This is an optimization exercise on Yosys and OpenROAD, whose aim is small area and a short achievable clock period, not a production implementation.
Function was checked by simulation only, so behaviour that the tests miss may differ from the original.
Power and IR drop assume default switching activity.

Setup of v6:
Design alu_top, start of the top module:
module alu_top (
    input  logic                      clk,
    input  logic                      reset,
    input  logic                      ce,
    input  logic                      execute,
    input  logic [4:0]                operation,
    input  logic [16-1:0]    ta,
    input  logic [16-1:0]    tb,
    input  logic                      wide,
    input  logic [5:0]                flags_in,
    output logic [32-1:0]    result,
    output logic [5:0]                flags,
    output logic                      done
);
==> flow/config.mk <==
export PLATFORM = sky130hd
export DESIGN_NAME = alu_top
export DESIGN_NICKNAME = alu_top
export VERILOG_FILES = /design/flow/design.v
export SDC_FILE = /design/flow/constraint.sdc
export NUM_CORES = 4
export LEC_CHECK = 0
export ABC_AREA = 1
export CAP_MARGIN = 10
export CORE_MARGIN = 2
export CORE_UTILIZATION = 55
export PLACE_DENSITY = 0.8
export SLEW_MARGIN = 10
==> flow/constraint.sdc <==
create_clock -name core_clock -period 11.0 [get_ports {clk}]
set_input_delay 2.2000 -clock core_clock [delete_from_list [all_inputs] [get_ports {clk}]]
set_output_delay 2.2000 -clock core_clock [all_outputs]
set_load 0.01 [all_outputs]
standard.sh (not shown) runs the stock make flow with config.mk's settings and CLKGATE_MAP_FILE= SYNTH_SCRIPT=/design/flow/synth_recipe.tcl, a recipe that flattens the netlist after the stock synthesis.
==> flow/flow/run.sh <==
#!/bin/bash
# The standard layout (standard.sh) with two changes:
# - synthesis runs Yosys's synth with -noabc (SYNTH_ARGS), so the full adders
#   are extracted from the design's own gates rather than from ABC's first
#   mapping, which leaves them in mixed polarity with inverters in between;
#   the registers, their names and cells are those of the standard synthesis
# - buffer_ports makes the port buffers from buf_2 cells instead of the slow
#   delay-buffer cell it picks by itself
# The make output goes to make_finish.log here; ORFS keeps each step's log
# under orfs/logs/.
set -euo pipefail
bash standard.sh "SYNTH_ARGS=-noabc" \
    "BUFFER_PORTS_ARGS=-buffer_cell sky130_fd_sc_hd__buf_2" finish > make_finish.log 2>&1
Every stage of the flow completed for v6, and the final layout passed the timing, DRC and antenna checks.
## Diff of input files: v7 against v6
Settings: changing CORE_UTILIZATION from 55 to 40; setting SETUP_SLACK_MARGIN to 2.0 for the first time; removing PLACE_DENSITY (formerly 0.8); changing SLEW_MARGIN from 10 to 20; changing CAP_MARGIN from 10 to 20.
Delta (v7 minus v6): proportion of cell area spent on the clock network moved down, wire length of the first global-routing pass up 5600 µm.
The total power number comes out lower for v6 vs v7.
Setup WNS v6 -> v7: better
Per the comparison of v7 with v6, iteration count of the initial detailed-routing pass saw a decrease; ratio of total power to cell area decreased 4.8 nW/µm².

---

run A:
alu_top again, from the RTL that the note above started with.
==> flow/config.mk <==
export PLATFORM = sky130hd
export DESIGN_NAME = alu_top
export DESIGN_NICKNAME = alu_top
export VERILOG_FILES = /design/flow/design.v
export SDC_FILE = /design/flow/constraint.sdc
export NUM_CORES = 4
export LEC_CHECK = 0
export ABC_AREA = 1
export CAP_MARGIN = 20
export CORE_MARGIN = 2
export CORE_UTILIZATION = 40
export SLEW_MARGIN = 20
==> flow/constraint.sdc <==
create_clock -name core_clock -period 11.0 [get_ports {clk}]
set_input_delay 2.2000 -clock core_clock [delete_from_list [all_inputs] [get_ports {clk}]]
set_output_delay 2.2000 -clock core_clock [all_outputs]
set_load 0.01 [all_outputs]
==> flow/flow/run.sh <==
#!/bin/bash
# The standard layout (standard.sh) with two changes:
# - synthesis runs Yosys's synth with -noabc (SYNTH_ARGS), so the full adders
#   are extracted from the design's own gates rather than from ABC's first
#   mapping, which leaves them in mixed polarity with inverters in between;
#   the registers, their names and cells are those of the standard synthesis
# - buffer_ports makes the port buffers from buf_1 cells instead of the slow
#   delay-buffer cell it picks by itself
# The make output goes to make_finish.log here; ORFS keeps each step's log
# under orfs/logs/.
set -euo pipefail
bash standard.sh "SYNTH_ARGS=-noabc" \
    "BUFFER_PORTS_ARGS=-buffer_cell sky130_fd_sc_hd__buf_1" finish > make_finish.log 2>&1
Having completed the whole flow, run A delivered a layout that passed the timing, DRC and antenna checks.
Input changes introduced in run B (baseline for comparison: run A):
- setting SETUP_SLACK_MARGIN to 1.6 for the first time
diff --git a/flow/flow/run.sh b/flow/flow/run.sh
--- a/flow/flow/run.sh
+++ b/flow/flow/run.sh
@@ -6,3 +6,3 @@
 #   the registers, their names and cells are those of the standard synthesis
-# - buffer_ports makes the port buffers from buf_1 cells instead of the slow
+# - buffer_ports makes the port buffers from buf_2 cells instead of the slow
 #   delay-buffer cell it picks by itself
@@ -12,2 +12,2 @@
 bash standard.sh "SYNTH_ARGS=-noabc" \
-    "BUFFER_PORTS_ARGS=-buffer_cell sky130_fd_sc_hd__buf_1" finish > make_finish.log 2>&1
+    "BUFFER_PORTS_ARGS=-buffer_cell sky130_fd_sc_hd__buf_2" finish > make_finish.log 2>&1
[summary]
Routability-driven placement congestion ratio: run B vs run A up 1.9%
In terms of combinational power, run A and run B differ only marginally.
When the final numbers for run B and run A were put side by side, the met1 wire length turned out to be greater in run A.
| clock period minus final worst setup slack | run B vs run A | better |
Post-layout instance area, run B vs run A: up by a few percent
Final net count: lower on run A
Setup slack: run B vs run A up 1.37 ns
Measured against each other, run B and run A differ in worst hold slack, the lower figure coming from run B.
Run B reached the end of the flow, and the finished layout is clean on the timing, DRC and antenna checks.
| count of filler cells inserted in the layout | run B vs run A | 81 lower |
### run B -> run C
- changing SETUP_SLACK_MARGIN from 1.6 to 1.0
==> run summary <==
- Taking run B as the reference point, the post-layout minimum cycle time of run C rises by 0.44 ns.
- Run C vs run B, multi-input gate share of the layout cell area went up by 1.1 points.
- From run C to run B, number of tap cells inserted did not move at all.
- Status: peak ir drop on the vdd network parity (run C, run B)

-- what the ideal ports hide --
Ports are ideal in the flow. The routed layouts listed here were re-timed in OpenROAD.
Step 1 (the two cells are an assumption about what drives the block):
set clk [get_ports {clk}]
set_driving_cell -lib_cell sky130_fd_sc_hd__clkbuf_16 $clk
set_driving_cell -lib_cell sky130_fd_sc_hd__buf_2 [delete_from_list [all_inputs] $clk]
Step 2 also shifts input and output timing later by t, the mid clock arrival at the registers, as if the neighbouring blocks saw the same clock.
Slacks: ideal ports / drivers / drivers and shift; pairs: ideal ports / drivers.
run | shift t [ns] | setup WS [ns] | slew at the worst register clock pin (ns) | worst slew at a driven data input, ns | cell pins on the clock port's net
v6 | 0.307 | 0.535 / 0.540 / 0.233 | 0.06 / 0.06 | 0.04 | 1
v7 | 0.308 | 2.117 / 2.120 / 1.812 | 0.06 / 0.06 | 0.06 | 1
run A | 0.315 | 0.495 / 0.507 / 0.192 | 0.06 / 0.06 | 0.04 | 1
run B | 0.316 | 1.867 / 1.875 / 1.560 | 0.06 / 0.06 | 0.03 | 1
run C | 0.318 | 1.425 / 1.436 / 1.118 | 0.06 / 0.06 | 0.03 | 1
After both steps setup and hold are still met in every run listed.
